What follows belongs to an exercise in optimizing a design on an open flow for small area, a short achievable clock period and few clock cycles; a production flow would make more cautious choices.
The RTL was checked by simulation tests, not by an equivalence proof against the original design.
Power is estimated from default activity; no workload was simulated.

File: constraint.sdc
create_clock -name core_clock -period 11.0 [get_ports {clock}]
set_input_delay 2.2000 -clock core_clock [delete_from_list [all_inputs] [get_ports {clock}]]
set_output_delay 2.2000 -clock core_clock [all_outputs]
set_load 0.01 [all_outputs]
File: flow/run.sh
#!/bin/bash
# Standard ORFS layout (standard synthesis unchanged). repair_timing aims for
# extra setup slack so the achieved period shrinks; ports get plain buf_1
# buffers; the clock tree uses smaller buffers. Constraints and clock are
# unchanged.
set -euo pipefail
bash standard.sh SETUP_SLACK_MARGIN=7.25 TNS_END_PERCENT=100  \
   "BUFFER_PORTS_ARGS=-buffer_cell sky130_fd_sc_hd__buf_1" \
   "CTS_BUF_LIST=sky130_fd_sc_hd__clkbuf_4 sky130_fd_sc_hd__clkbuf_8" finish > orfs_flow.log 2>&1
File: config.mk
export PLATFORM = sky130hd
export DESIGN_NAME = depth_zero_run_decoder
export DESIGN_NICKNAME = depth_zero_run_decoder
export VERILOG_FILES = /design/flow/design.v
export SDC_FILE = /design/flow/constraint.sdc
export NUM_CORES = 4
export LEC_CHECK = 0
export CAP_MARGIN = 20
export CORE_MARGIN = 2
export CORE_UTILIZATION = 40
export SLEW_MARGIN = 20
File: design.v
package dzr_pkg;
   typedef logic [2:0] phase_type;
   localparam phase_type PH_WIDTH  = 3'd0;   
   localparam phase_type PH_HEIGHT = 3'd1;   
   localparam phase_type PH_EMPTY  = 3'd3;   
   localparam phase_type PH_FULL   = 3'd4;   
   localparam phase_type PH_LIT    = 3'd5;   
endpackage
module dzr_parser (
   input  logic        clock,
   input  logic        reset,
   input  logic        req_valid,
   output logic        req_ready,
   input  logic [7:0]  req_data_byte,
   output logic        rsp_valid,
   input  logic        rsp_ready,
   output logic [15:0] rsp_depth_value,
   output logic [31:0] rsp_repeat_count,
   output logic        rsp_frame_last,
   output logic        rsp_overrun_error
);
   logic        rdy, rdy_n;
   dzr_pkg::phase_type ph, ph_n;
   logic [1:0]  idx, idx_n;
   logic        mul, mul_n;
   logic        ec1, ec1_n;
   logic        ec2, ec2_n;
   logic [31:0] cnt, cnt_n;
   logic [31:0] rem, rem_n;
   logic [31:0] cnt_out, cnt_out_n;
   logic        sat, sat_n;
   logic        wovf, wovf_n;
   logic [7:0]  lo, lo_n;
   logic [15:0] dep, dep_n;
   logic        last_ff, last_n;
   logic        ovf_ff, ovf_n;
   logic        vld_ff, vld_n;
   logic        take;
   logic        last_byte, last_byte_n, writes_out_n;
   logic        mul_step, mul_busy_n;
   logic        rem_zero, rem_le1;
   logic [31:0] field;
   logic [31:0] x;
   logic        cin;
   logic [31:0] sum;
   logic        cout;
   assign take      = req_valid && rdy;
   assign field     = {req_data_byte, cnt[31:8]};
   assign last_byte = (ph == dzr_pkg::PH_LIT) ? idx[0] : (idx == 2'd3);
   assign mul_step  = mul && (cnt_out != 32'h0);
   assign rem_le1   = (rem[31:1] == 31'h0);
   assign rem_zero  = rem_le1 && !rem[0];
   always_comb begin
      if (mul) x = cnt_out[0] ? cnt : 32'h0;
      else if (ec1) x = ~cnt;
      else if (ec2) x = cnt_out;
      else x = 32'hFFFF_FFFF;
      cin = ec1;
   end
   logic [31:0] g [0:5];
   logic [31:0] p [0:5];
   always_comb begin
      g[0] = rem & x;
      p[0] = rem ^ x;
      g[0][0] = g[0][0] | (p[0][0] & cin);
      for (int l = 0; l < 5; l++) begin
         for (int i = 0; i < 32; i++) begin
            if (((i >> l) & 1) == 1) begin
               g[l + 1][i] = g[l][i] | (p[l][i] & g[l][((i >> l) << l) - 1]);
               p[l + 1][i] = p[l][i] & p[l][((i >> l) << l) - 1];
            end else begin
               g[l + 1][i] = g[l][i];
               p[l + 1][i] = p[l][i];
            end
         end
      end
      sum  = p[0] ^ {g[5][30:0], cin};
      cout = g[5][31];
   end
   always_comb begin
      ph_n      = ph;
      idx_n     = idx;
      mul_n     = mul;
      ec1_n     = ec1;
      ec2_n     = ec2;
      cnt_n     = cnt;
      rem_n     = rem;
      cnt_out_n = cnt_out;
      sat_n     = sat;
      wovf_n    = wovf;
      lo_n      = lo;
      dep_n     = dep;
      last_n    = last_ff;
      ovf_n     = ovf_ff;
      vld_n     = vld_ff && !rsp_ready;
      if (ec1 && !vld_ff) begin
         ec1_n     = 1'b0;
         ec2_n     = (cnt != 32'h0);
         rem_n     = sum;
         ovf_n     = !cout;
         cnt_out_n = cnt;
         dep_n     = 16'h0;
      end
      if (ec2) begin
         ec2_n  = 1'b0;
         vld_n  = 1'b1;
         last_n = ovf_ff || rem_zero;
         if (ovf_ff) begin
            cnt_out_n = sum;
            rem_n     = 32'h0;
         end
      end
      if (mul_step) begin
         rem_n     = sum;
         sat_n     = sat || (cnt_out[0] && (cout || wovf));
         wovf_n    = wovf || cnt[31];
         cnt_n     = {cnt[30:0], 1'b0};
         cnt_out_n = {1'b0, cnt_out[31:1]};
      end else if (mul) begin
         mul_n = 1'b0;
         if (sat) rem_n = 32'hFFFF_FFFF;
      end
      if (ph == dzr_pkg::PH_HEIGHT) begin
         rem_n  = 32'h0;
         sat_n  = 1'b0;
         wovf_n = 1'b0;
      end
      if (take) begin
         idx_n = last_byte ? 2'd0 : idx + 2'd1;
         case (ph)
            dzr_pkg::PH_HEIGHT: begin
               cnt_out_n = {req_data_byte, cnt_out[31:8]};
               if (last_byte) begin
                  ph_n  = dzr_pkg::PH_EMPTY;
                  mul_n = 1'b1;
               end
            end
            dzr_pkg::PH_LIT: begin
               if (!idx[0]) begin
                  lo_n = req_data_byte;
               end else begin
                  vld_n     = 1'b1;
                  dep_n     = {req_data_byte, lo};
                  cnt_out_n = 32'd1;
                  last_n    = (rem == 32'd1);
                  ovf_n     = rem_zero;
                  rem_n     = rem_zero ? rem : sum;
                  cnt_n     = cnt - 32'd1;
                  if (cnt == 32'd1) ph_n = rem_le1 ? dzr_pkg::PH_WIDTH : dzr_pkg::PH_EMPTY;
               end
            end
            default: begin
               cnt_n = field;
               if (last_byte) begin
                  if (ph == dzr_pkg::PH_WIDTH) ph_n = dzr_pkg::PH_HEIGHT;
                  if (ph == dzr_pkg::PH_EMPTY) begin
                     ph_n  = dzr_pkg::PH_FULL;
                     ec1_n = 1'b1;
                  end
                  if (ph == dzr_pkg::PH_FULL) begin
                     if (field != 32'h0) ph_n = dzr_pkg::PH_LIT;
                     else ph_n = rem_zero ? dzr_pkg::PH_WIDTH : dzr_pkg::PH_EMPTY;
                  end
               end
            end
         endcase
      end
      if (mul && !mul_step && rem_zero && !sat) ph_n = dzr_pkg::PH_WIDTH;
      mul_busy_n   = mul_step ? (cnt_out[31:1] != 31'h0) : mul_n;
      last_byte_n  = (ph_n == dzr_pkg::PH_LIT) ? idx_n[0] : (idx_n == 2'd3);
      writes_out_n = (ph_n == dzr_pkg::PH_HEIGHT) || ec1_n ||
                     (ph_n == dzr_pkg::PH_LIT && last_byte_n);
      rdy_n        = !mul_busy_n && !(writes_out_n && vld_n);
   end
   always_ff @(posedge clock) begin
      if (reset) begin
         ph     <= dzr_pkg::PH_WIDTH;
         idx    <= 2'd0;
         mul    <= 1'b0;
         ec1    <= 1'b0;
         ec2    <= 1'b0;
         vld_ff <= 1'b0;
         rdy    <= 1'b1;
      end else begin
         ph     <= ph_n;
         idx    <= idx_n;
         mul    <= mul_n;
         ec1    <= ec1_n;
         ec2    <= ec2_n;
         vld_ff <= vld_n;
         rdy    <= rdy_n;
      end
   end
   always_ff @(posedge clock) begin
      cnt     <= cnt_n;
      rem     <= rem_n;
      cnt_out <= cnt_out_n;
      sat     <= sat_n;
      wovf    <= wovf_n;
      lo      <= lo_n;
      dep     <= dep_n;
      last_ff <= last_n;
      ovf_ff  <= ovf_n;
   end
   assign req_ready         = rdy;
   assign rsp_valid         = vld_ff;
   assign rsp_depth_value   = dep;
   assign rsp_repeat_count  = cnt_out;
   assign rsp_frame_last    = last_ff;
   assign rsp_overrun_error = ovf_ff;
endmodule
module depth_zero_run_decoder (
   input  logic               clock,
   input  logic               reset,
   input  logic               req_valid,
   output logic               req_ready,
   input  logic [7:0]         req_data_byte,
   output logic               rsp_valid,
   input  logic               rsp_ready,
   output logic signed [15:0] rsp_depth_value,
   output logic [31:0]        rsp_repeat_count,
   output logic               rsp_frame_last,
   output logic               rsp_overrun_error
);
   dzr_parser u_parser (
      .clock             (clock),
      .reset             (reset),
      .req_valid         (req_valid),
      .req_ready         (req_ready),
      .req_data_byte     (req_data_byte),
      .rsp_valid         (rsp_valid),
      .rsp_ready         (rsp_ready),
      .rsp_depth_value   (rsp_depth_value),
      .rsp_repeat_count  (rsp_repeat_count),
      .rsp_frame_last    (rsp_frame_last),
      .rsp_overrun_error (rsp_overrun_error)
   );
endmodule
File: standard.sh
#!/bin/bash
# synth_recipe.tcl (not shown) runs the flow's synth.tcl, then flattens the netlist and writes it again
# the make line also repeats each setting of config.mk as NAME=value (left out here)
make -C /OpenROAD-flow-scripts/flow DESIGN_CONFIG=/design/flow/config.mk WORK_HOME=/design/flow/orfs CLKGATE_MAP_FILE= SYNTH_SCRIPT=/design/flow/synth_recipe.tcl "${@:-finish}"
==> results of run 1 <==
## per-stage QoR
step | worst slack (ns) | hold WS [ns] | cells | total power, mW
floorplan | 7.29 | 0.408 | 1186 | 1.16
global placement | 6.54 | 0.410 | 1449 | 1.37
detailed placement | 6.51 | 0.419 | 1449 | 1.38
CTS | 7.20 | 0.436 | 1484 | 1.81
global route | 7.20 | 0.469 | 1499 | 1.96
finish | 7.23 | 0.431 | 1499 | 1.86
## per-layer routing
metal / GRT usage, % / up-vias
met2: 40.7 / 465
met3: 4.67 / 59
met4: 9.70 / 0
li1: - / 4375
met5: 0 / -
met1: 38.4 / 4491
## kinds of logic (layout without fill, tap and decap cells)
group,Yosys count,in the layout,synth area share [%]
DFF,134,134,33.5
xor gates and xnor gates,53,53,5.04
muxes,17,17,1.85
adders and majority gates,39,39,5.78
AOI/OAI and AO/OA,378,378,27.2
buffers and inverters,130,158,5.47
and+or+nand+nor,435,435,21.2
## where the power goes
group / internal (mW) / leakage (nW) / switching (mW)
registers: 0.615 / 1.20 / 0.174
logic: 0.284 / 2.50 / 0.364
clock network: 0.170 / 0.195 / 0.251
total: 1.07 / 3.90 / 0.790
## final cells by class
cell class | instances | area (um2) | share of cell area [%]
Clock inverter | 15 | 148 | 1.42
Sequential cell | 134 | 3090 | 29.8
Inverter | 17 | 63.8 | 0.614
Timing Repair Buffer | 109 | 724 | 6.97
Tap cell | 285 | 357 | 3.43
Clock buffer | 17 | 234 | 2.25
Multi-Input combinational cell | 922 | 5770 | 55.5
## cell usage after synthesis (all sizes together) (24+ instances only)
| cell | count | area (um2) |
|---|---|---|
| a21o | 42 | 315 |
| a21oi | 82 | 414 |
| a221oi | 39 | 342 |
| clkbuf | 96 | 362 |
| dfxtp | 94 | 1880 |
| edfxtp | 40 | 1200 |
| ha | 33 | 413 |
| nand2 | 190 | 713 |
| nand3 | 31 | 155 |
| nor2 | 110 | 413 |
| nor3 | 24 | 131 |
| o21ai | 92 | 460 |
| xnor2 | 28 | 245 |
| xor2 | 25 | 219 |
## flip-flops by register name, indices dropped and copies added, names as in the netlist, named ones only
signal            count
u_parser.rdy          1
u_parser.last_ff      1
u_parser.cnt         32
u_parser.vld_ff       1
u_parser.dep         16
u_parser.ovf_ff       1
u_parser.lo           8
u_parser.ph           3
u_parser.wovf         1
u_parser.idx          1
u_parser.mul          1
u_parser.sat          1
u_parser.cnt_out     32
u_parser.rem         32
u_parser.ec1          1
u_parser.ec2          1
## worst max-delay path, delay by kind of cell (launching register included)
family	cells	cell delay, ns
AOI/OAI and AO/OA	8	1.67
DFF	1	0.36
buffers and inverters	3	0.34
and+or+nand+nor	4	0.77
adders and majority gates	2	0.57
## worst max path at each step
stage | end | slack, ns | cells after the start
6_report | u_parser.cnt_out[31]$_DFF_P_ | 7.23 | 17
4_1_cts | u_parser.rem[31]$_DFFE_PP_ | 7.20 | 14
2_1_floorplan | u_parser.rdy$_SDFF_PP1_ | 7.29 | 10
5_1_grt | u_parser.cnt_out[31]$_DFF_P_ | 7.20 | 17
3_5_place_dp | u_parser.cnt_out[14]$_DFF_P_ | 6.51 | 7
3_3_place_gp | u_parser.cnt_out[14]$_DFF_P_ | 6.54 | 7
## timing repair
action                     CTS  global route
hold buffers                 0             0
pin swaps                    3            19
setup endpoints to repair   52            72
gates cloned                 2             1
gates resized for setup     21            23
buffers inserted             1            14
==> metrics.log, run 1 <==
[metrics] count of port buffers added during placement: 63
[metrics] core area: between 20,000 and 25,000 um2
[metrics] CTS Root Buffer Type: sky130_fd_sc_hd__clkbuf_8
[metrics] Hold EP: u_parser.dep[2]$_DFF_P_
[metrics] global-route wire length before repair: between 50,000 and 60,000 um
[metrics] Hold Startpoint: u_parser.lo[2]$_DFFE_PP_
[metrics] die width: 156 um
[metrics] hpwl dp: 21,600 um
[metrics] total DRC errors in the routed layout: 0
[metrics] data arrival time of the worst path: about 4.2 ns
[metrics] Antenna Cells: 0
[metrics] clock tree buffer depth: 2
[metrics] capturing point of the worst reg2reg path: u_parser.cnt_out[31]$_DFF_P_
[metrics] post-route cell area: 10,400 um2
[metrics] amount of wire on met3 after detailed routing: between 3000 and 4000 um
[metrics] antenna violation net count after detailed routing: 0
[metrics] IR Drop Worst-Case VDD: 88.1 uV
[metrics] worst rel slew slack: between 40 and 50%
[metrics] Sum Neg Setup Slack: 0 ns
[metrics] portion of the post-synthesis area used by sequential elements: ~33%
[metrics] commonest non-fill, non-tap cell in the layout: sky130_fd_sc_hd__nand2_1
[metrics] Critical Path Max Stage Delay: slightly above 0.4 ns
[metrics] final net count: ~1,300
[metrics] commonest non-fill, non-tap cells in the layout: 187 x sky130_fd_sc_hd__nand2_1, 104 x sky130_fd_sc_hd__nor2_1, 91 x sky130_fd_sc_hd__dfxtp_1, 88 x sky130_fd_sc_hd__o21ai_0, 78 x sky130_fd_sc_hd__a21oi_1
[metrics] Area Overhead vs Synth: 12.8%
[metrics] met1 wire length: between 10,000 and 15,000 um
[metrics] sort of element at the start of the critical path: flop
[metrics] die height: between 150 and 200 um
[metrics] standard cell with the maximum stage delay on the critical path: sky130_fd_sc_hd__a311oi_2
[metrics] routed wire length: 33,200 um
[metrics] minimum clock period after layout: approximately 3.8 ns
[metrics] Fmax achieved: about 260 MHz
[metrics] launch instance of the worst register-to-register path: u_parser.ec2$_SDFF_PP0_
[metrics] instance count along the most critical hold path: 2
[metrics] vias in the first global route: 8,455
[metrics] areal power density over the cells: ~180 nW/um2
[metrics] Worst Path Max Fanout: 5
[metrics] setup repair after global routing missed its margin: yes
[metrics] number of buffers inserted during clock tree synthesis: 17
[metrics] Setup CP Type: flop to flop
[metrics] Clock Sink Count: 134
[metrics] final number of max-transition violations: 0
[metrics] instance area after placement: 9620 um2
[metrics] Post-synth top flop: sky130_fd_sc_hd__dfxtp_1
[metrics] worst reg-to-reg setup slack: a little over 7 ns
[metrics] final core area utilization: a little under half
[metrics] number of DRC violations after detailed-routing iteration 0: approximately 970
[metrics] critical-path cell list: buf_12 > nor3b_1 > a21oi_1 > o31ai_2 > fa_2 > inv_2 > fa_2 > a211oi_2 > o211ai_1 > nand4_1 > o211ai_1 > a21oi_2 > a311oi_2 > a21oi_2 > buf_4 > or4_1 > nand3_1
[metrics] number of rows created at floorplan: 55
[metrics] Met2 Routed Length: between 10,000 and 15,000 um
[metrics] count of cell types in the netlist: roughly 60
[metrics] leakage power of the design: 3.90 nW
[metrics] number of ports placed on the die boundary: 64
[metrics] async set-or-reset flop fraction in the synthesized netlist: 0%
[metrics] GR Util All Layers: between 20 and 30%
[metrics] cells on worst reg2reg path: 17
[metrics] ratio of cells with drive above 1 in the final layout: 9.88%
[metrics] number of enable flip-flop cells after synthesis: 40
[metrics] Tightest Pin Transition: between 0.8 and 0.9 ns
[metrics] synthesized instance count: roughly 1,200
[metrics] net count of the mapped netlist: 1,237
[metrics] worst min path class: flop to flop
[metrics] H-tree depth: 4
[metrics] Synth Register Bits: between 100 and 150
[metrics] synthesis warning total: 3
[metrics] uppermost layer routed: met4
[metrics] clock transition at the register clock pins on the worst setup and hold paths after CTS: approximately 0.10 ns
[metrics] average size of a mapped cell: 7.77 um2
[metrics] vias per cell: about 6.3
[metrics] post-DR wirelength/cell: ~22 um
[metrics] final critical-path share of the clock period: 34.3%
[metrics] number of antenna violations at the first check in global routing: 0
[metrics] Skew-Pair Late Insertion Delay: approximately 0.48 ns
[metrics] Starting Density: 40.7%
[metrics] TritonCTS clock tree: yes
[metrics] result of the run: no timing/DRC/antenna violations
[metrics] Post-Route Skew: between 0.015 and 0.02 ns
[metrics] Final Hold Vio Count: 0
[metrics] maximum number of pins on one net before global-route repair: 68
[metrics] worst setup path startpoint: u_parser.ec2$_SDFF_PP0_
[metrics] RD Place Congestion: 0.891
[metrics] endpoint type of the worst setup path: flop
[metrics] filler instances: about 2,200
[metrics] Via Count: roughly 9,400
[metrics] total gr overflow: 0
[metrics] Final Setup Violations: 0
[metrics] number of optimization iterations in the first detailed-route pass: 6
[metrics] count of maximum capacitance violations: 0
[metrics] die area: between 20,000 and 25,000 um2
[metrics] required time at the endpoint of the critical path: 11.42 ns
[metrics] Cell Area, Synth: 9220 um2
Testbench counts, summed over its fixed seeds: cycles 67,436.
==> inputs of run 2 (changes only) <==
--- a/flow/run.sh
+++ b/flow/run.sh
@@ -6,3 +6,3 @@
 set -euo pipefail
-bash standard.sh SETUP_SLACK_MARGIN=7.25 TNS_END_PERCENT=100  \
+bash standard.sh SETUP_SLACK_MARGIN=7.5 TNS_END_PERCENT=100 CTS_CLUSTER_SIZE=32 CTS_CLUSTER_DIAMETER=200 \
    "BUFFER_PORTS_ARGS=-buffer_cell sky130_fd_sc_hd__buf_1" \
==> run 2 against run 1 <==
  * Global-route usage increased by 0.49 points
  * Cell count increased by 0.67%
  * Power increased by 1.8%
  * Via count increased by 2.1%
  * Hold slack improved by 0.0025 ns
  * Synthesized area unchanged
  * Critical path type is now flop to output pin
  * Synthesized cell count unchanged
  * Highest routed layer unchanged
  * Clock skew increased by 0.0018 ns
  * Register-to-register slack improved by 0.31 ns
  * Largest cell class unchanged
==> metrics.log, run 2 <==
[metrics] number of DRC violations after detailed-routing iteration 0: 1,016 (was 972)
[metrics] die height: 156 um (unchanged)
[metrics] Fmax achieved: 287 MHz (was 265 MHz)
[metrics] number of buffers inserted during clock tree synthesis: 17 (unchanged)
[metrics] final critical-path share of the clock period: 31.6% (was 34.3%)
[metrics] number of optimization iterations in the first detailed-route pass: 5 (was 6)
[metrics] maximum number of pins on one net before global-route repair: 68 (unchanged)
[metrics] result of the run: no timing/DRC/antenna violations (unchanged)
[metrics] number of buffer and inverter instances along the worst setup path: 1 (was 3)
[metrics] number of rows created at floorplan: 55 (unchanged)
[metrics] final number of max-transition violations: 0 (unchanged)
[metrics] launch instance of the worst register-to-register path: u_parser.ec1$_SDFF_PP0_ (was u_parser.ec2$_SDFF_PP0_)
[metrics] commonest non-fill, non-tap cell in the layout: sky130_fd_sc_hd__nand2_1 (unchanged)
[metrics] TritonCTS clock tree: yes (unchanged)
[metrics] Cell Area, Synth: 9220 um2 (unchanged)
[metrics] ratio of cells with drive above 1 in the final layout: 13.5% (was 9.88%)
[metrics] global-route wire length before repair: 51,300 um (was 50,700 um)
[metrics] final net count: 1,262 (was 1,252)
[metrics] die area: 24,300 um2 (unchanged)
[metrics] portion of the post-synthesis area used by sequential elements: 33.5% (unchanged)
[metrics] Worst Path Max Fanout: 6 (was 5)
[metrics] clock transition at the register clock pins on the worst setup and hold paths after CTS: 0.10 ns (about the same)
[metrics] instance count along the most critical hold path: 2 (unchanged)
[metrics] count of cell types in the netlist: 59 (unchanged)
[metrics] Sum Neg Setup Slack: 0 ns (unchanged)
[metrics] setup repair after global routing missed its margin: yes (unchanged)
[metrics] Final Hold Vio Count: 0 (unchanged)
[metrics] Post-synth top flop: sky130_fd_sc_hd__dfxtp_1 (unchanged)
[metrics] number of ports placed on the die boundary: 64 (unchanged)
[metrics] required time at the endpoint of the critical path: 8.80 ns (was 11.42 ns)
[metrics] leakage power of the design: 4.03 nW (was 3.90 nW)
[metrics] Met2 Routed Length: 15,400 um (was 14,800 um)
[metrics] commonest non-fill, non-tap cells in the layout: 185 x sky130_fd_sc_hd__nand2_1, 101 x sky130_fd_sc_hd__nor2_1, 89 x sky130_fd_sc_hd__dfxtp_1, 83 x sky130_fd_sc_hd__o21ai_0, 73 x sky130_fd_sc_hd__a21oi_1 (was 187 x sky130_fd_sc_hd__nand2_1, 104 x sky130_fd_sc_hd__nor2_1, 91 x sky130_fd_sc_hd__dfxtp_1, 88 x sky130_fd_sc_hd__o21ai_0, 78 x sky130_fd_sc_hd__a21oi_1)
[metrics] Final Setup Violations: 0 (unchanged)
[metrics] standard cell with the maximum stage delay on the critical path: sky130_fd_sc_hd__dfxtp_1 (was sky130_fd_sc_hd__a311oi_2)
[metrics] net count of the mapped netlist: 1,237 (unchanged)
[metrics] worst min path class: flop to flop (unchanged)
[metrics] Critical Path Max Stage Delay: 0.58 ns (was 0.41 ns)
[metrics] synthesis warning total: 3 (unchanged)
[metrics] Hold EP: u_parser.dep[6]$_DFF_P_ (was u_parser.dep[2]$_DFF_P_)
[metrics] Tightest Pin Transition: 1.04 ns (was 0.828 ns)
[metrics] most numerous cell in the Yosys netlist: sky130_fd_sc_hd__nand2_1 (unchanged)
[metrics] H-tree depth: 4 (unchanged)
[metrics] count of port buffers added during placement: 63 (unchanged)
[metrics] clock tree buffer depth: 2 (unchanged)
[metrics] critical-path cell list: buf_1 (was buf_12 > nor3b_1 > a21oi_1 > o31ai_2 > fa_2 > inv_2 > fa_2 > a211oi_2 > o211ai_1 > nand4_1 > o211ai_1 > a21oi_2 > a311oi_2 > a21oi_2 > buf_4 > or4_1 > nand3_1)
[metrics] post-placement setup slack: 6.40 ns (was 6.51 ns)
[metrics] amount of wire on met3 after detailed routing: 2670 um (was 3070 um)
[metrics] post-DR wirelength/cell: 22.4 um (was 22.2 um)
[metrics] Setup CP Type: flop to output pin (was flop to flop)
[metrics] cell type group with the largest total delay on the critical path: flip-flops (was compound AO/OA/AOI/OAI gates)
[metrics] GR Util All Layers: 27.4% (was 26.9%)
[metrics] sort of element at the start of the critical path: flop (unchanged)
[metrics] Hold Startpoint: u_parser.lo[6]$_DFFE_PP_ (was u_parser.lo[2]$_DFFE_PP_)
[metrics] antenna violation net count after detailed routing: 0 (unchanged)
[metrics] worst rel slew slack: 30.4% (was 44.6%)
[metrics] Regs by FF count: u_parser.cnt x32, u_parser.cnt_out x32, u_parser.rem x32 (unchanged)
[metrics] Synth Register Bits: 134 (unchanged)
[metrics] cells on worst reg2reg path: 15 (was 17)
[metrics] synthesized instance count: 1,186 (unchanged)
[metrics] uppermost layer routed: met4 (unchanged)
[metrics] cell type contributing the most total cell area after synthesis: sky130_fd_sc_hd__dfxtp_1 (unchanged)
[metrics] Starting Density: 40.7% (unchanged)
[metrics] hpwl dp: 21,300 um (was 21,600 um)
[metrics] IR Drop Worst-Case VDD: 82.2 uV (was 88.1 uV)
[metrics] CTS Root Buffer Type: sky130_fd_sc_hd__clkbuf_8 (unchanged)
[metrics] minimum clock period after layout: 3.48 ns (was 3.77 ns)
[metrics] core area: 22,600 um2 (unchanged)
[metrics] cell types with the highest counts after synthesis: 190 x sky130_fd_sc_hd__nand2_1, 110 x sky130_fd_sc_hd__nor2_1, 95 x sky130_fd_sc_hd__clkbuf_1 (unchanged)
[metrics] endpoint type of the worst setup path: output pin (was flop)
[metrics] capturing point of the worst reg2reg path: u_parser.cnt_out[27]$_DFF_P_ (was u_parser.cnt_out[31]$_DFF_P_)
[metrics] area fraction of the dominant cell type after synthesis: 20.4% (unchanged)
[metrics] average size of a mapped cell: 7.77 um2 (unchanged)
[metrics] total gr overflow: 0 (unchanged)
[metrics] count of maximum capacitance violations: 0 (unchanged)
[metrics] vias in the first global route: 8,775 (was 8,455)
[metrics] RD Place Congestion: 0.909 (was 0.891)
[metrics] Clock Sink Count: 134 (unchanged)
[metrics] met1 wire length: 14,500 um (was 14,300 um)
[metrics] total DRC errors in the routed layout: 0 (unchanged)
[metrics] Via Count: 9,585 (was 9,390)
[metrics] ranking of synthesized cells by area: sky130_fd_sc_hd__dfxtp_1 20%, sky130_fd_sc_hd__edfxtp_1 13%, sky130_fd_sc_hd__nand2_1 7.7% (unchanged)
[metrics] least setup slack across all paths after layout: 7.52 ns (was 7.23 ns)
[metrics] areal power density over the cells: 176 nW/um2 (was 179 nW/um2)
[metrics] data arrival time of the worst path: 1.28 ns (was 4.19 ns)
[metrics] die width: 156 um (unchanged)
[metrics] Antenna Cells: 0 (unchanged)
[metrics] number of antenna violations at the first check in global routing: 0 (unchanged)
[metrics] Post-Route Skew: 0.0186 ns (was 0.0168 ns)
[metrics] hold-fix buffer count after cts: 0 (unchanged)
[metrics] async set-or-reset flop fraction in the synthesized netlist: 0% (unchanged)
[metrics] Area Overhead vs Synth: 16.6% (was 12.8%)
[metrics] routed wire length: 33,800 um (was 33,200 um)
[metrics] worst reg-to-reg setup slack: 7.54 ns (was 7.23 ns)
[metrics] Skew-Pair Late Insertion Delay: 0.48 ns (about the same)
[metrics] number of enable flip-flop cells after synthesis: 40 (unchanged)
[metrics] vias per cell: 6.35 (was 6.26)
run 2: cell counts after synthesis:
Identical to the previous run, type by type.
run 2: final cells by class:
cell class,count,area [um2]
Sequential cell,134,3100
Fill cell,2209,11900
Clock buffer,17,234
Tap cell,285,357
Multi-Input combinational cell,923,5990
Clock inverter,15,150
Inverter,17,63.8
Timing Repair Buffer,118,852
run 2: report_power, final:
part	internal [mW]	switching, mW
combinational	0.306	0.372
sequential	0.615	0.177
clock	0.170	0.251
run 2: worst max path at each step:
stage,cells past startpoint,endpoint,startpoint
4_1_cts,17,u_parser.rem[30]$_DFFE_PP_,u_parser.ec2$_SDFF_PP0_
6_report,1,rsp_repeat_count[14],u_parser.cnt_out[14]$_DFF_P_
5_1_grt,15,u_parser.cnt_out[27]$_DFF_P_,u_parser.ec1$_SDFF_PP0_
2_1_floorplan,10,u_parser.rdy$_SDFF_PP1_,req_valid
3_3_place_gp,14,u_parser.rem[31]$_DFFE_PP_,u_parser.ec1$_SDFF_PP0_
3_5_place_dp,14,u_parser.rem[31]$_DFFE_PP_,u_parser.ec1$_SDFF_PP0_
run 2: through the flow:
step                hold slack, ns  std cells  area, um2  util, %  power, mW
CTS                          0.442       1498      10400     46.1       1.81
global route                 0.447       1509      10700     47.5       1.99
finish                       0.434       1509      10700     47.5       1.89
detailed placement           0.419       1444       9660     42.7       1.37
global placement             0.412       1444       9660     42.7       1.37
floorplan                    0.408       1186       9340        -       1.17
run 2: per-layer routing:
| metal | track usage [%] | vias up |
|---|---|---|
| li1 | - | 4399 |
| met1 | 37.5 | 4651 |
| met2 | 42.5 | 452 |
| met3 | 4.50 | 83 |
| met4 | 12.2 | 0 |
| met5 | 0 | - |
run 2: what timing repair did:
| item | 4_1_cts | 5_1_grt |
|---|---|---|
| cloned | 4 | 1 |
| pin swaps | 17 | 29 |
| gates resized for setup | 30 | 50 |
| setup buffers | 18 | 10 |
| endpoints found under the setup margin | 62 | 42 |
run 2: cells by family after synthesis:
family	synth area share [%]
and+or+nand+nor	21.2
AOI/OAI and AO/OA	27.2
DFF	33.5
buffers and inverters	5.47
xor gates and xnor gates	5.04
adders and majority gates	5.78
muxes	1.85
==> inputs of run 3 (changes only) <==
--- a/flow/run.sh
+++ b/flow/run.sh
@@ -6,3 +6,3 @@
 set -euo pipefail
-bash standard.sh SETUP_SLACK_MARGIN=7.5 TNS_END_PERCENT=100 CTS_CLUSTER_SIZE=32 CTS_CLUSTER_DIAMETER=200 \
+bash standard.sh SETUP_SLACK_MARGIN=7.5 TNS_END_PERCENT=100 GPL_TIMING_DRIVEN=1 \
    "BUFFER_PORTS_ARGS=-buffer_cell sky130_fd_sc_hd__buf_1" \
==> run 3 against run 2 <==
  * Largest cell class unchanged
  * Still clean on timing, DRC and antenna
  * Worst setup slack unchanged
  * First-iteration DRC count unchanged
  * Highest routed layer unchanged
  * Register-to-register slack about the same
  * Routed wire length unchanged
==> metrics.log, run 3 <==
[metrics] result of the run: no timing/DRC/antenna violations (unchanged)
[metrics] core area: 22,600 um2 (unchanged)
[metrics] portion of the post-synthesis area used by sequential elements: 33.5% (unchanged)
[metrics] number of buffer and inverter instances along the worst setup path: 1 (unchanged)
[metrics] average size of a mapped cell: 7.77 um2 (unchanged)
[metrics] count of cell types in the netlist: 59 (unchanged)
[metrics] share of cell area taken by muxes after synthesis: 1.85% (unchanged)
[metrics] async set-or-reset flop fraction in the synthesized netlist: 0% (unchanged)
[metrics] number of rows created at floorplan: 55 (unchanged)
[metrics] total gr overflow: 0 (unchanged)
[metrics] Cell Area, Synth: 9220 um2 (unchanged)
[metrics] number of ports placed on the die boundary: 64 (unchanged)
[metrics] sequential cell area: 3100 um2 (unchanged)
[metrics] antenna violation net count after detailed routing: 0 (unchanged)
[metrics] Tightest Pin Transition: 1.04 ns (unchanged)
[metrics] Antenna Cells: 0 (unchanged)
[metrics] Clock Sink Count: 134 (unchanged)
[metrics] worst min path class: flop to flop (unchanged)
[metrics] instance area after placement: 9660 um2 (unchanged)
[metrics] final critical-path share of the clock period: 31.6% (unchanged)
[metrics] GR Util All Layers: 27.4% (unchanged)
[metrics] Final Setup Violations: 0 (unchanged)
[metrics] ranking of synthesized cells by area: sky130_fd_sc_hd__dfxtp_1 20%, sky130_fd_sc_hd__edfxtp_1 13%, sky130_fd_sc_hd__nand2_1 7.7% (unchanged)
[metrics] Fmax achieved: 287 MHz (unchanged)
[metrics] combined area of the multi-input logic cells: 5990 um2 (unchanged)
[metrics] number of enable flip-flop cells after synthesis: 40 (unchanged)
[metrics] xor and xnor area share after synthesis: 5.04% (unchanged)
[metrics] die width: 156 um (unchanged)
[metrics] setup repair after global routing missed its margin: yes (unchanged)
[metrics] final net count: 1,262 (unchanged)
[metrics] areal power density over the cells: 176 nW/um2 (unchanged)
[metrics] data arrival time of the worst path: 1.28 ns (about the same)
[metrics] Via Count: 9,585 (unchanged)
[metrics] post-route non-filler standard cell count: 1,509 (unchanged)
[metrics] Post-synth top flop: sky130_fd_sc_hd__dfxtp_1 (unchanged)
[metrics] synthesized instance count: 1,186 (unchanged)
[metrics] post-DR wirelength/cell: 22.4 um (unchanged)
[metrics] commonest non-fill, non-tap cells in the layout: 185 x sky130_fd_sc_hd__nand2_1, 101 x sky130_fd_sc_hd__nor2_1, 89 x sky130_fd_sc_hd__dfxtp_1, 83 x sky130_fd_sc_hd__o21ai_0, 73 x sky130_fd_sc_hd__a21oi_1 (unchanged)
[metrics] minimum clock period after layout: 3.48 ns (unchanged)
[metrics] clock tree buffer depth: 2 (unchanged)
[metrics] gr busiest metal: met2 (unchanged)
[metrics] Area Overhead vs Synth: 16.6% (unchanged)
[metrics] Regs by FF count: u_parser.cnt x32, u_parser.cnt_out x32, u_parser.rem x32 (unchanged)
[metrics] worst rel slew slack: 30.4% (unchanged)
[metrics] routed wire length: 33,800 um (unchanged)
[metrics] Setup CP Type: flop to output pin (unchanged)
[metrics] Synth Register Bits: 134 (unchanged)
[metrics] placed instance count: 1,444 (unchanged)
[metrics] endpoint type of the worst setup path: output pin (unchanged)
[metrics] number of antenna violations at the first check in global routing: 0 (unchanged)
[metrics] maximum number of pins on one net before global-route repair: 68 (unchanged)
[metrics] cell types with the highest counts after synthesis: 190 x sky130_fd_sc_hd__nand2_1, 110 x sky130_fd_sc_hd__nor2_1, 95 x sky130_fd_sc_hd__clkbuf_1 (unchanged)
[metrics] clock transition at the register clock pins on the worst setup and hold paths after CTS: 0.10 ns (about the same)
[metrics] global-route wire length before repair: 51,300 um (unchanged)
[metrics] Worst Path Max Fanout: 6 (unchanged)
[metrics] number of DRC violations after detailed-routing iteration 0: 1,016 (unchanged)
[metrics] met3 Resource Use GR: 4.50% (unchanged)
[metrics] sort of element at the start of the critical path: flop (unchanged)
[metrics] count of maximum capacitance violations: 0 (unchanged)
[metrics] total DRC errors in the routed layout: 0 (unchanged)
[metrics] Skew-Pair Late Insertion Delay: 0.48 ns (about the same)
[metrics] net count of the mapped netlist: 1,237 (unchanged)
[metrics] Synth Area in Simple Gates: 21.2% (unchanged)
[metrics] cell type group with the largest total delay on the critical path: flip-flops (unchanged)
[metrics] ratio of cells with drive above 1 in the final layout: 13.5% (unchanged)
[metrics] count of port buffers added during placement: 63 (unchanged)
[metrics] TritonCTS clock tree: yes (unchanged)
[metrics] area fraction of the dominant cell type after synthesis: 20.4% (unchanged)
[metrics] number of optimization iterations in the first detailed-route pass: 5 (unchanged)
[metrics] arithmetic-cell share of the synthesized area counting full adders, half adders and majority gates: 5.78% (unchanged)
[metrics] critical-path cell list: buf_1 (unchanged)
[metrics] RD Place Congestion: 0.909 (unchanged)
[metrics] standard cell with the maximum stage delay on the critical path: sky130_fd_sc_hd__dfxtp_1 (unchanged)
[metrics] commonest non-fill, non-tap cell in the layout: sky130_fd_sc_hd__nand2_1 (unchanged)
[metrics] die area: 24,300 um2 (unchanged)
[metrics] Post-Route Skew: 0.0186 ns (unchanged)
[metrics] hpwl dp: 21,300 um (unchanged)
[metrics] required time at the endpoint of the critical path: 8.80 ns (about the same)
[metrics] number of buffers inserted during clock tree synthesis: 17 (unchanged)
[metrics] most numerous cell in the Yosys netlist: sky130_fd_sc_hd__nand2_1 (unchanged)
[metrics] Starting Density: 40.7% (unchanged)
[metrics] H-tree depth: 4 (unchanged)
[metrics] IR Drop Worst-Case VDD: 82.2 uV (unchanged)
[metrics] met2 capacity usage during global routing: 42.5% (unchanged)
[metrics] vias per cell: 6.35 (unchanged)
[metrics] post-route cell area: 10,700 um2 (unchanged)
[metrics] synthesis warning total: 3 (unchanged)
[metrics] CTS Root Buffer Type: sky130_fd_sc_hd__clkbuf_8 (unchanged)
[metrics] cell type contributing the most total cell area after synthesis: sky130_fd_sc_hd__dfxtp_1 (unchanged)
[metrics] final number of max-transition violations: 0 (unchanged)
[metrics] met1 usage in global routing: 37.5% (unchanged)
[metrics] total chip power: 1.89 mW (unchanged)
[metrics] filler instances: 2,209 (unchanged)
[metrics] Final Hold Vio Count: 0 (unchanged)
[metrics] post-synthesis compound-gate area fraction: 27.2% (unchanged)
[metrics] die height: 156 um (unchanged)
[metrics] Sum Neg Setup Slack: 0 ns (unchanged)
[metrics] vias in the first global route: 8,775 (unchanged)
[metrics] leakage power of the design: 4.03 nW (unchanged)
[metrics] dominant combinational cell family by area after synthesis: compound AO/OA/AOI/OAI gates (unchanged)
[metrics] Critical Path Max Stage Delay: 0.58 ns (about the same)
==> run 3: cell counts after synthesis <==
Identical to the previous run, type by type.
==> run 3: timing repair <==
| action | 4_1_cts | 5_1_grt |
|---|---|---|
| cloned | 4 | 1 |
| pin swaps | 17 | 29 |
| resized for setup | 30 | 50 |
| setup endpoints to repair | 62 | 42 |
| hold buffers | 0 | 0 |
| buffers inserted | 18 | 10 |
==> run 3: path summary, 6_finish.rpt <==
kind,startpoint,to,slack [ns],depth (start not counted)
worst max register to register,u_parser.ec1$_SDFF_PP0_,u_parser.cnt_out[27]$_DFF_P_,7.54,15
worst min-delay path,u_parser.lo[6]$_DFFE_PP_,u_parser.dep[6]$_DFF_P_,0.43,2
worst max-delay path,u_parser.cnt_out[14]$_DFF_P_,rsp_repeat_count[14],7.52,1
worst min register to register,u_parser.lo[6]$_DFFE_PP_,u_parser.dep[6]$_DFF_P_,0.43,2
==> run 3: cells by family after synthesis <==
| family | Yosys count |
|---|---|
| buf+inv | 130 |
| flops | 134 |
| xor+xnor | 53 |
| compound gates | 378 |
| mux | 17 |
| simple gates | 435 |
| fa+ha+maj | 39 |
==> run 3: through the flow <==
stage	hold slack, ns	worst slack, ns	utilization [%]
global route	0.447	7.38	47.5
CTS	0.442	7.47	46.1
finish	0.434	7.52	47.5
floorplan	0.408	7.50	-
detailed placement	0.419	6.40	42.7
global placement	0.412	6.47	42.7
==> run 3: layout make-up <==
type / count / area share [%]
clock buffers: 17 / 2.18
repair buffers: 118 / 7.93
clock inverters: 15 / 1.40
multi-input cells: 923 / 55.8
inverters: 17 / 0.594
well taps: 285 / 3.32
flip-flops and latches: 134 / 28.8
==> run 3: routing by layer <==
metal	vias to the layer above	share of wire, %
met1	4651	43
li1	4399	-
met3	83	7.9
met5	-	0
met2	452	46
met4	0	3.7
==> run 3: report_power, final <==
part	internal (mW)	total, mW	switching (mW)
combinational	0.306	0.678	0.372
clock	0.170	0.422	0.251
sequential	0.615	0.792	0.177
total	1.09	1.89	0.801
==> run 3: worst reg2reg max path: stages (launching register included) <==
cell and delay [ns]:
sky130_fd_sc_hd__dfxtp_4 0.37, sky130_fd_sc_hd__buf_4 0.15, sky130_fd_sc_hd__buf_8 0.16, sky130_fd_sc_hd__a221oi_1 0.28, sky130_fd_sc_hd__a21o_1 0.15, sky130_fd_sc_hd__ha_1 0.28, sky130_fd_sc_hd__a21oi_1 0.21, sky130_fd_sc_hd__nand2_1 0.10
sky130_fd_sc_hd__a221oi_2 0.31, sky130_fd_sc_hd__buf_4 0.18, sky130_fd_sc_hd__o211a_1 0.24, sky130_fd_sc_hd__o21ai_1 0.16, sky130_fd_sc_hd__a41oi_2 0.19, sky130_fd_sc_hd__xor2_1 0.28, sky130_fd_sc_hd__a311oi_1 0.14, sky130_fd_sc_hd__a21o_1 0.17
==> inputs of run 4 (changes only) <==
--- a/flow/run.sh
+++ b/flow/run.sh
@@ -6,3 +6,3 @@
 set -euo pipefail
-bash standard.sh SETUP_SLACK_MARGIN=7.5 TNS_END_PERCENT=100 GPL_TIMING_DRIVEN=1 \
+bash standard.sh SETUP_SLACK_MARGIN=7.75 TNS_END_PERCENT=100  \
    "BUFFER_PORTS_ARGS=-buffer_cell sky130_fd_sc_hd__buf_1" \
==> run 4 against run 3 <==
  * Still clean on timing, DRC and antenna
  * Die area is the same
  * Sequential power increased by 1%
  * Cell area rose by 8.8%
  * Sequential share of layout area is 1.5 points lower
  * Synthesized area did not move
  * Critical path type is now flop to flop
  * Largest cell class unchanged
  * Highest routed layer unchanged
==> metrics.log, run 4 <==
[metrics] result of the run: no timing/DRC/antenna violations (unchanged)
[metrics] RD Place Congestion: 0.911 (was 0.909)
[metrics] number of buffers inserted during clock tree synthesis: 17 (unchanged)
[metrics] Regs by FF count: u_parser.cnt x32, u_parser.cnt_out x32, u_parser.rem x32 (unchanged)
[metrics] Cell Area, Synth: 9220 um2 (unchanged)
[metrics] areal power density over the cells: 182 nW/um2 (was 176 nW/um2)
[metrics] Via Count: 9,908 (was 9,585)
[metrics] xor and xnor area share after synthesis: 5.04% (unchanged)
[metrics] die area: 24,300 um2 (unchanged)
[metrics] critical-path cell list: buf_12 > clkinvlp_4 > buf_4 > buf_6 > fa_2 > inv_2 > fa_2 > a211oi_4 > o211ai_1 > buf_4 > nand4_1 > buf_4 > o211a_4 > buf_4 > o221ai_2 > a21oi_2 > xnor2_1 > nor2_1 > a211oi_1 (was buf_1)
[metrics] vias per cell: 6.37 (was 6.35)
[metrics] hpwl dp: 21,400 um (was 21,300 um)
[metrics] synthesized instance count: 1,186 (unchanged)
[metrics] filler instances: 2,109 (was 2,209)
[metrics] routed wire length: 35,800 um (was 33,800 um)
[metrics] cell type group with the largest total delay on the critical path: buffers and inverters (was flip-flops)
[metrics] number of rows created at floorplan: 55 (unchanged)
[metrics] net count of the mapped netlist: 1,237 (unchanged)
[metrics] Tightest Pin Transition: 0.906 ns (was 1.04 ns)
[metrics] Hold Startpoint: u_parser.lo[5]$_DFFE_PP_ (was u_parser.lo[6]$_DFFE_PP_)
[metrics] commonest non-fill, non-tap cells in the layout: 183 x sky130_fd_sc_hd__nand2_1, 98 x sky130_fd_sc_hd__nor2_1, 77 x sky130_fd_sc_hd__buf_4, 67 x sky130_fd_sc_hd__o21ai_0, 63 x sky130_fd_sc_hd__a21oi_1 (was 185 x sky130_fd_sc_hd__nand2_1, 101 x sky130_fd_sc_hd__nor2_1, 89 x sky130_fd_sc_hd__dfxtp_1, 83 x sky130_fd_sc_hd__o21ai_0, 73 x sky130_fd_sc_hd__a21oi_1)
[metrics] Critical Path Max Stage Delay: 0.37 ns (was 0.58 ns)
[metrics] number of optimization iterations in the first detailed-route pass: 5 (unchanged)
[metrics] Post-Route Skew: 0.0210 ns (was 0.0186 ns)
[metrics] average size of a mapped cell: 7.77 um2 (unchanged)
[metrics] GR Util All Layers: 28.3% (was 27.4%)
[metrics] standard cell with the maximum stage delay on the critical path: sky130_fd_sc_hd__dfxtp_4 (was sky130_fd_sc_hd__dfxtp_1)
[metrics] core area: 22,600 um2 (unchanged)
[metrics] dominant combinational cell family by area after synthesis: compound AO/OA/AOI/OAI gates (unchanged)
[metrics] data arrival time of the worst path: 3.86 ns (was 1.28 ns)
[metrics] cells on worst reg2reg path: 19 (was 15)
[metrics] Final Hold Vio Count: 0 (unchanged)
[metrics] arithmetic-cell share of the synthesized area counting full adders, half adders and majority gates: 5.78% (unchanged)
[metrics] capturing point of the worst reg2reg path: u_parser.rem[26]$_DFFE_PP_ (was u_parser.cnt_out[27]$_DFF_P_)
[metrics] portion of the post-synthesis area used by sequential elements: 33.5% (unchanged)
[metrics] number of antenna violations at the first check in global routing: 0 (unchanged)
[metrics] Antenna Cells: 0 (unchanged)
[metrics] ranking of synthesized cells by area: sky130_fd_sc_hd__dfxtp_1 20%, sky130_fd_sc_hd__edfxtp_1 13%, sky130_fd_sc_hd__nand2_1 7.7% (unchanged)
[metrics] vias in the first global route: 9,161 (was 8,775)
[metrics] sort of element at the start of the critical path: flop (unchanged)
[metrics] Worst Path Max Fanout: 4 (was 6)
[metrics] count of maximum capacitance violations: 0 (unchanged)
[metrics] instance area after placement: 9710 um2 (was 9660 um2)
[metrics] Starting Density: 40.7% (unchanged)
[metrics] Synth Area in Simple Gates: 21.2% (unchanged)
[metrics] worst reg-to-reg setup slack: 7.44 ns (was 7.54 ns)
[metrics] cell type contributing the most total cell area after synthesis: sky130_fd_sc_hd__dfxtp_1 (unchanged)
[metrics] Synth Register Bits: 134 (unchanged)
[metrics] IR Drop Worst-Case VDD: 124 uV (was 82.2 uV)
[metrics] die height: 156 um (unchanged)
[metrics] synthesis warning total: 3 (unchanged)
[metrics] sequential share of power: 37.7% (was 41.9%)
[metrics] final critical-path share of the clock period: 32.4% (was 31.6%)
[metrics] cell repeated most along the worst path: sky130_fd_sc_hd__buf_4
[metrics] ratio of cells with drive above 1 in the final layout: 26.2% (was 13.5%)
[metrics] die width: 156 um (unchanged)
[metrics] Sum Neg Setup Slack: 0 ns (unchanged)
[metrics] launch instance of the worst register-to-register path: u_parser.ec1$_SDFF_PP0_ (unchanged)
[metrics] maximum number of pins on one net before global-route repair: 68 (unchanged)
[metrics] count of cell types in the netlist: 59 (unchanged)
[metrics] CTS Root Buffer Type: sky130_fd_sc_hd__clkbuf_8 (unchanged)
[metrics] share of cell area taken by muxes after synthesis: 1.85% (unchanged)
[metrics] Hold EP: u_parser.dep[5]$_DFF_P_ (was u_parser.dep[6]$_DFF_P_)
[metrics] most numerous cell in the Yosys netlist: sky130_fd_sc_hd__nand2_1 (unchanged)
[metrics] Skew-Pair Late Insertion Delay: 0.49 ns (was 0.48 ns)
[metrics] worst rel slew slack: 39.4% (was 30.4%)
[metrics] Fmax achieved: 281 MHz (was 287 MHz)
[metrics] clock tree buffer depth: 2 (unchanged)
[metrics] minimum clock period after layout: 3.56 ns (was 3.48 ns)
[metrics] clock transition at the register clock pins on the worst setup and hold paths after CTS: 0.10 ns (about the same)
[metrics] required time at the endpoint of the critical path: 11.29 ns (was 8.80 ns)
[metrics] setup repair after global routing missed its margin: yes (unchanged)
[metrics] Clock Sink Count: 134 (unchanged)
[metrics] commonest non-fill, non-tap cell in the layout: sky130_fd_sc_hd__nand2_1 (unchanged)
[metrics] share of power burned in the clock network: 19.8% (was 22.3%)
[metrics] antenna violation net count after detailed routing: 0 (unchanged)
[metrics] global-route wire length before repair: 53,400 um (was 51,300 um)
[metrics] endpoint type of the worst setup path: flop (was output pin)
[metrics] Sw Ratio: 41.7% (was 42.3%)
[metrics] area fraction of the dominant cell type after synthesis: 20.4% (unchanged)
[metrics] switching pwr: 886 uW (was 801 uW)
[metrics] Cell Int Power: 1.24 mW (was 1.09 mW)
[metrics] instance count along the most critical hold path: 2 (unchanged)
[metrics] TritonCTS clock tree: yes (unchanged)
[metrics] final number of max-transition violations: 0 (unchanged)
[metrics] cell types with the highest counts after synthesis: 190 x sky130_fd_sc_hd__nand2_1, 110 x sky130_fd_sc_hd__nor2_1, 95 x sky130_fd_sc_hd__clkbuf_1 (unchanged)
[metrics] final net count: 1,308 (was 1,262)
[metrics] hold-fix buffer count after cts: 0 (unchanged)
[metrics] number of DRC violations after detailed-routing iteration 0: 1,128 (was 1,016)
[metrics] Final Setup Violations: 0 (unchanged)
[metrics] Setup CP Type: flop to flop (was flop to output pin)
[metrics] Post-synth top flop: sky130_fd_sc_hd__dfxtp_1 (unchanged)
[metrics] post-DR wirelength/cell: 23.0 um (was 22.4 um)
[metrics] H-tree depth: 4 (unchanged)
[metrics] number of ports placed on the die boundary: 64 (unchanged)
[metrics] Logic pwr share: 42.5% (was 35.8%)
[metrics] async set-or-reset flop fraction in the synthesized netlist: 0% (unchanged)
[metrics] number of enable flip-flop cells after synthesis: 40 (unchanged)
[metrics] total gr overflow: 0 (unchanged)
[metrics] leakage power of the design: 4.41 nW (was 4.03 nW)
[metrics] number of buffer and inverter instances along the worst setup path: 8 (was 1)
[metrics] total DRC errors in the routed layout: 0 (unchanged)
[metrics] worst min path class: flop to flop (unchanged)
[metrics] post-route cell area: 11,700 um2 (was 10,700 um2)
[metrics] post-synthesis compound-gate area fraction: 27.2% (unchanged)
[metrics] count of port buffers added during placement: 63 (unchanged)
[metrics] Area Overhead vs Synth: 27.0% (was 16.6%)
==> run 4: cell counts after synthesis <==
No cell type changed its count.
==> run 4: worst register-to-register path, cell delays in order, from the launching register on <==
cell	delay [ns]
sky130_fd_sc_hd__dfxtp_4	0.37
sky130_fd_sc_hd__buf_12	0.12
sky130_fd_sc_hd__clkinvlp_4	0.10
sky130_fd_sc_hd__buf_4	0.14
sky130_fd_sc_hd__buf_6	0.12
sky130_fd_sc_hd__fa_2	0.37
sky130_fd_sc_hd__inv_2	0.06
sky130_fd_sc_hd__fa_2	0.23
sky130_fd_sc_hd__a211oi_4	0.08
sky130_fd_sc_hd__o211ai_1	0.19
sky130_fd_sc_hd__buf_4	0.17
sky130_fd_sc_hd__nand4_1	0.13
sky130_fd_sc_hd__buf_4	0.17
sky130_fd_sc_hd__o211a_4	0.15
sky130_fd_sc_hd__buf_4	0.14
sky130_fd_sc_hd__o221ai_2	0.25
sky130_fd_sc_hd__a21oi_2	0.10
sky130_fd_sc_hd__xnor2_1	0.19
sky130_fd_sc_hd__nor2_1	0.07
sky130_fd_sc_hd__a211oi_1	0.25
==> run 4: timing repair <==
item                                    4_1_cts  5_1_grt
gates cloned                                  4        3
endpoints found under the setup margin      156      126
resized for setup                           155       90
pin swaps                                    55       51
setup buffers                                36       36
==> run 4: stage by stage <==
stage          setup slack [ns]  hold slack [ns]  power, mW  utilization, %  instances
3_5_place_dp               6.77            0.422       1.39            42.9       1443
6_report                   7.44            0.439       2.13            51.7       1555
4_1_cts                    7.55            0.442       1.92            48.4       1515
5_1_grt                    7.33            0.469       2.23            51.7       1555
2_1_floorplan              7.51            0.408       1.18               -       1186
3_3_place_gp               6.80            0.412       1.38            42.9       1443
==> run 4: worst max path at each step <==
stage / start / to / cells past startpoint
2_1_floorplan: req_valid / u_parser.rdy$_SDFF_PP1_ / 10
3_3_place_gp: req_valid / u_parser.rem[31]$_DFFE_PP_ / 6
3_5_place_dp: u_parser.ec1$_SDFF_PP0_ / u_parser.rem[31]$_DFFE_PP_ / 15
4_1_cts: u_parser.mul$_SDFF_PP0_ / u_parser.rem[31]$_DFFE_PP_ / 15
5_1_grt: u_parser.mul$_SDFF_PP0_ / u_parser.rem[31]$_DFFE_PP_ / 14
6_report: u_parser.ec1$_SDFF_PP0_ / u_parser.rem[26]$_DFFE_PP_ / 19
==> run 4: cells by family (layout without fill, tap and decap cells) <==
kind of cell / after synthesis / in the layout
compound gates: 378 / 378
fa+ha+maj: 39 / 39
mux: 17 / 17
buf+inv: 130 / 210
flops: 134 / 134
xor+xnor: 53 / 53
simple gates: 435 / 439
==> run 4: cell type report <==
cell class,count,area [um2],area share [%]
clock buffer,17,234,2.00
clock inverter,15,154,1.32
inverter,17,67.6,0.578
multi-input combinational,926,6400,54.7
sequential,134,3200,27.3
tap,285,357,3.05
timing repair buffer,161,1290,11.0
==> run 4: power groups by stage <==
stage | combinational [mW] | sequential [mW] | clock, mW
finish | 0.903 | 0.801 | 0.422
global route | 0.972 | 0.809 | 0.449
CTS | 0.693 | 0.807 | 0.424
detailed placement | 0.586 | 0.801 | 0
global placement | 0.583 | 0.801 | 0
floorplan | 0.459 | 0.719 | 0
==> run 4: layer usage <==
metal	vias up	global-route usage, %	wire length [um]
li1	4501	-	-
met1	4783	38.8	14900
met2	524	43.9	16300
met3	100	4.86	2910
met4	0	12.3	1660
met5	-	0	0
==> inputs of run 5 (changes only) <==
--- a/flow/run.sh
+++ b/flow/run.sh
@@ -6,3 +6,3 @@
 set -euo pipefail
-bash standard.sh SETUP_SLACK_MARGIN=7.75 TNS_END_PERCENT=100  \
+bash standard.sh SETUP_SLACK_MARGIN=7.5 TNS_END_PERCENT=100 SKIP_LAST_GASP=1 \
    "BUFFER_PORTS_ARGS=-buffer_cell sky130_fd_sc_hd__buf_1" \
==> run 5 against run 4 <==
  * Combinational power decreased by 25%
  * Via count decreased by 3.3%
  * Still clean on timing, DRC and antenna
  * Power decreased by 11%
  * Register-to-register slack improved by 0.10 ns
  * Routed wire length decreased by 5.5%
  * First-iteration DRC count decreased by 9.9%
  * Sequential cell count unchanged
  * Largest cell class unchanged
  * Die area unchanged
  * Highest routed layer unchanged
==> metrics.log, run 5 <==
[metrics] standard cell with the maximum stage delay on the critical path: sky130_fd_sc_hd__dfxtp_1 (was sky130_fd_sc_hd__dfxtp_4)
[metrics] number of DRC violations after detailed-routing iteration 0: 1,016 (was 1,128)
[metrics] Hold EP: u_parser.dep[6]$_DFF_P_ (was u_parser.dep[5]$_DFF_P_)
[metrics] final critical-path share of the clock period: 31.6% (was 32.4%)
[metrics] cell types with the highest counts after synthesis: 190 x sky130_fd_sc_hd__nand2_1, 110 x sky130_fd_sc_hd__nor2_1, 95 x sky130_fd_sc_hd__clkbuf_1 (unchanged)
[metrics] Antenna Cells: 0 (unchanged)
[metrics] hpwl dp: 21,300 um (was 21,400 um)
[metrics] Synth Register Bits: 134 (unchanged)
[metrics] number of antenna violations at the first check in global routing: 0 (unchanged)
[metrics] total DRC errors in the routed layout: 0 (unchanged)
[metrics] most numerous cell in the Yosys netlist: sky130_fd_sc_hd__nand2_1 (unchanged)
[metrics] synthesized instance count: 1,186 (unchanged)
[metrics] GR Util All Layers: 27.4% (was 28.3%)
[metrics] switching pwr: 801 uW (was 886 uW)
[metrics] share of power burned in the clock network: 22.3% (was 19.8%)
[metrics] count of maximum capacitance violations: 0 (unchanged)
[metrics] die area: 24,300 um2 (unchanged)
[metrics] TritonCTS clock tree: yes (unchanged)
[metrics] die height: 156 um (unchanged)
[metrics] CTS Root Buffer Type: sky130_fd_sc_hd__clkbuf_8 (unchanged)
[metrics] net count of the mapped netlist: 1,237 (unchanged)
[metrics] Worst Path Max Fanout: 6 (was 4)
[metrics] Sum Neg Setup Slack: 0 ns (unchanged)
[metrics] worst reg-to-reg setup slack: 7.54 ns (was 7.44 ns)
[metrics] hold-fix buffer count after cts: 0 (unchanged)
[metrics] vias per cell: 6.35 (was 6.37)
[metrics] Regs by FF count: u_parser.cnt x32, u_parser.cnt_out x32, u_parser.rem x32 (unchanged)
[metrics] clock transition at the register clock pins on the worst setup and hold paths after CTS: 0.10 ns (about the same)
[metrics] commonest non-fill, non-tap cell in the layout: sky130_fd_sc_hd__nand2_1 (unchanged)
[metrics] cell type group with the largest total delay on the critical path: flip-flops (was buffers and inverters)
[metrics] maximum number of pins on one net before global-route repair: 68 (unchanged)
[metrics] number of enable flip-flop cells after synthesis: 40 (unchanged)
[metrics] Worst Hold Margin: 0.434 ns (was 0.439 ns)
[metrics] setup repair after global routing missed its margin: yes (unchanged)
[metrics] minimum clock period after layout: 3.48 ns (was 3.56 ns)
[metrics] endpoint type of the worst setup path: output pin (was flop)
[metrics] number of ports placed on the die boundary: 64 (unchanged)
[metrics] IR Drop Worst-Case VDD: 82.2 uV (was 124 uV)
[metrics] final net count: 1,262 (was 1,308)
[metrics] data arrival time of the worst path: 1.28 ns (was 3.86 ns)
[metrics] clock tree buffer depth: 2 (unchanged)
[metrics] cells on worst reg2reg path: 15 (was 19)
[metrics] ratio of cells with drive above 1 in the final layout: 13.5% (was 26.2%)
[metrics] result of the run: no timing/DRC/antenna violations (unchanged)
[metrics] Skew-Pair Late Insertion Delay: 0.48 ns (was 0.49 ns)
[metrics] Area Overhead vs Synth: 16.6% (was 27.0%)
[metrics] commonest non-fill, non-tap cells in the layout: 185 x sky130_fd_sc_hd__nand2_1, 101 x sky130_fd_sc_hd__nor2_1, 89 x sky130_fd_sc_hd__dfxtp_1, 83 x sky130_fd_sc_hd__o21ai_0, 73 x sky130_fd_sc_hd__a21oi_1 (was 183 x sky130_fd_sc_hd__nand2_1, 98 x sky130_fd_sc_hd__nor2_1, 77 x sky130_fd_sc_hd__buf_4, 67 x sky130_fd_sc_hd__o21ai_0, 63 x sky130_fd_sc_hd__a21oi_1)
[metrics] areal power density over the cells: 176 nW/um2 (was 182 nW/um2)
[metrics] Cell Area, Synth: 9220 um2 (unchanged)
[metrics] count of port buffers added during placement: 63 (unchanged)
[metrics] routed wire length: 33,800 um (was 35,800 um)
[metrics] number of buffers inserted during clock tree synthesis: 17 (unchanged)
[metrics] Cell Int Power: 1.09 mW (was 1.24 mW)
[metrics] antenna violation net count after detailed routing: 0 (unchanged)
[metrics] Post-Route Skew: 0.0186 ns (was 0.0210 ns)
[metrics] Final Setup Violations: 0 (unchanged)
[metrics] number of rows created at floorplan: 55 (unchanged)
[metrics] die width: 156 um (unchanged)
[metrics] Logic pwr share: 35.8% (was 42.5%)
[metrics] RD Place Congestion: 0.909 (was 0.911)
[metrics] Post-synth top flop: sky130_fd_sc_hd__dfxtp_1 (unchanged)
[metrics] total chip power: 1.89 mW (was 2.13 mW)
[metrics] instance count along the most critical hold path: 2 (unchanged)
[metrics] post-DR wirelength/cell: 22.4 um (was 23.0 um)
[metrics] Via Count: 9,585 (was 9,908)
[metrics] worst min path class: flop to flop (unchanged)
[metrics] required time at the endpoint of the critical path: 8.80 ns (was 11.29 ns)
[metrics] Fmax achieved: 287 MHz (was 281 MHz)
[metrics] final number of max-transition violations: 0 (unchanged)
[metrics] Final Hold Vio Count: 0 (unchanged)
[metrics] ranking of synthesized cells by area: sky130_fd_sc_hd__dfxtp_1 20%, sky130_fd_sc_hd__edfxtp_1 13%, sky130_fd_sc_hd__nand2_1 7.7% (unchanged)
[metrics] number of optimization iterations in the first detailed-route pass: 5 (unchanged)
[metrics] async set-or-reset flop fraction in the synthesized netlist: 0% (unchanged)
[metrics] number of buffer and inverter instances along the worst setup path: 1 (was 8)
[metrics] Sw Ratio: 42.3% (was 41.7%)
[metrics] worst rel slew slack: 30.4% (was 39.4%)
[metrics] sequential share of power: 41.9% (was 37.7%)
[metrics] critical-path cell list: buf_1 (was buf_12 > clkinvlp_4 > buf_4 > buf_6 > fa_2 > inv_2 > fa_2 > a211oi_4 > o211ai_1 > buf_4 > nand4_1 > buf_4 > o211a_4 > buf_4 > o221ai_2 > a21oi_2 > xnor2_1 > nor2_1 > a211oi_1)
[metrics] Hold Startpoint: u_parser.lo[6]$_DFFE_PP_ (was u_parser.lo[5]$_DFFE_PP_)
[metrics] core area: 22,600 um2 (unchanged)
[metrics] H-tree depth: 4 (unchanged)
[metrics] capturing point of the worst reg2reg path: u_parser.cnt_out[27]$_DFF_P_ (was u_parser.rem[26]$_DFFE_PP_)
[metrics] Clock Sink Count: 134 (unchanged)
[metrics] leakage power of the design: 4.03 nW (was 4.41 nW)
[metrics] sort of element at the start of the critical path: flop (unchanged)
[metrics] synthesis warning total: 3 (unchanged)
[metrics] Setup CP Type: flop to output pin (was flop to flop)
[metrics] filler instances: 2,209 (was 2,109)
[metrics] cell type contributing the most total cell area after synthesis: sky130_fd_sc_hd__dfxtp_1 (unchanged)
[metrics] Critical Path Max Stage Delay: 0.58 ns (was 0.37 ns)
[metrics] launch instance of the worst register-to-register path: u_parser.ec1$_SDFF_PP0_ (unchanged)
[metrics] average size of a mapped cell: 7.77 um2 (unchanged)
[metrics] Starting Density: 40.7% (unchanged)
[metrics] total gr overflow: 0 (unchanged)
[metrics] global-route wire length before repair: 51,300 um (was 53,400 um)
[metrics] portion of the post-synthesis area used by sequential elements: 33.5% (unchanged)
[metrics] Tightest Pin Transition: 1.04 ns (was 0.906 ns)
[metrics] vias in the first global route: 8,775 (was 9,161)
[metrics] area fraction of the dominant cell type after synthesis: 20.4% (unchanged)
[metrics] count of cell types in the netlist: 59 (unchanged)
## run 5: cells by family (layout without fill, tap and decap cells)
group | after synthesis | in the layout | share of synthesized area [%]
and+or+nand+nor | 435 | 436 | 21.2
AOI/OAI and AO/OA | 378 | 378 | 27.2
DFF | 134 | 134 | 33.5
buffers and inverters | 130 | 167 | 5.47
xor gates and xnor gates | 53 | 53 | 5.04
adders and majority gates | 39 | 39 | 5.78
muxes | 17 | 17 | 1.85
## run 5: how the worst max path moves through the flow
stage,start,end,cells past startpoint
2_1_floorplan,req_valid,u_parser.rdy$_SDFF_PP1_,10
3_3_place_gp,u_parser.ec1$_SDFF_PP0_,u_parser.rem[31]$_DFFE_PP_,14
3_5_place_dp,u_parser.ec1$_SDFF_PP0_,u_parser.rem[31]$_DFFE_PP_,14
4_1_cts,u_parser.ec2$_SDFF_PP0_,u_parser.rem[30]$_DFFE_PP_,17
5_1_grt,u_parser.ec1$_SDFF_PP0_,u_parser.cnt_out[27]$_DFF_P_,15
6_report,u_parser.cnt_out[14]$_DFF_P_,rsp_repeat_count[14],1
## run 5: stage by stage
| step | area (um2) | util [%] | setup WS [ns] | std cells |
|---|---|---|---|---|
| after floorplan | 9340 | - | 7.50 | 1186 |
| after global placement | 9660 | 42.7 | 6.47 | 1444 |
| after detailed placement | 9660 | 42.7 | 6.40 | 1444 |
| after CTS | 10400 | 46.1 | 7.47 | 1498 |
| after global routing | 10700 | 47.5 | 7.38 | 1509 |
| final | 10700 | 47.5 | 7.52 | 1509 |
## run 5: cell type report
| type | count | area, um2 | area share (%) |
|---|---|---|---|
| Multi-Input combinational cell | 923 | 5990 | 55.8 |
| Tap cell | 285 | 357 | 3.32 |
| Clock buffer | 17 | 234 | 2.18 |
| Clock inverter | 15 | 150 | 1.40 |
| Timing Repair Buffer | 118 | 852 | 7.93 |
| Inverter | 17 | 63.8 | 0.594 |
| Sequential cell | 134 | 3100 | 28.8 |
## run 5: routing by layer
layer | up-vias | GRT usage (%) | wire length [um]
met5 | - | 0 | 0
met1 | 4651 | 37.5 | 14500
met3 | 83 | 4.50 | 2670
met2 | 452 | 42.5 | 15400
met4 | 0 | 12.2 | 1250
li1 | 4399 | - | -
## run 5: what timing repair did
item,CTS,global route
cloned,4,1
resized for setup,30,50
buffers inserted,18,10
setup endpoints to repair,62,42
pin swaps,17,29
## run 5: power by group through the flow
| stage | Combinational, mW | Clock [mW] | Sequential [mW] |
|---|---|---|---|
| global placement | 0.573 | 0 | 0.794 |
| CTS | 0.606 | 0.426 | 0.782 |
| global route | 0.744 | 0.446 | 0.800 |
| detailed placement | 0.579 | 0 | 0.793 |
| floorplan | 0.451 | 0 | 0.719 |
| finish | 0.678 | 0.422 | 0.792 |

==> separate check: timing with driven ports <==
No port has a modelled driver above. Below, the same layouts with a new extraction and two added sets of constraints. Step 1: set_driving_cell puts a clkbuf_16 on clock and a buf_2 on each other input, an assumption about the parent block. Step 2 adds t to the input delays and takes it off the output delays; t is the mean of the earliest and latest rising clock arrival at the registers after step 1. Input paths then give back, and output paths get back, about the clock's delay inside the block. Three values: ideal, step 1, step 2; two values: the first two.
run	t (ns)	setup slack, ns	hold WS [ns]	worst data-port slew with drivers (ns)
run 1	0.520	7.226 / 7.226 / 6.824	0.431 / 0.431 / 0.431	0.03
run 2	0.518	7.519 / 7.475 / 7.053	0.434 / 0.434 / 0.434	0.03
run 3	0.518	7.519 / 7.475 / 7.053	0.434 / 0.434 / 0.434	0.03
run 4	0.520	7.438 / 7.438 / 7.199	0.439 / 0.439 / 0.439	0.07
run 5	0.518	7.519 / 7.475 / 7.053	0.434 / 0.434 / 0.434	0.03
After both steps every run listed still meets setup and hold.
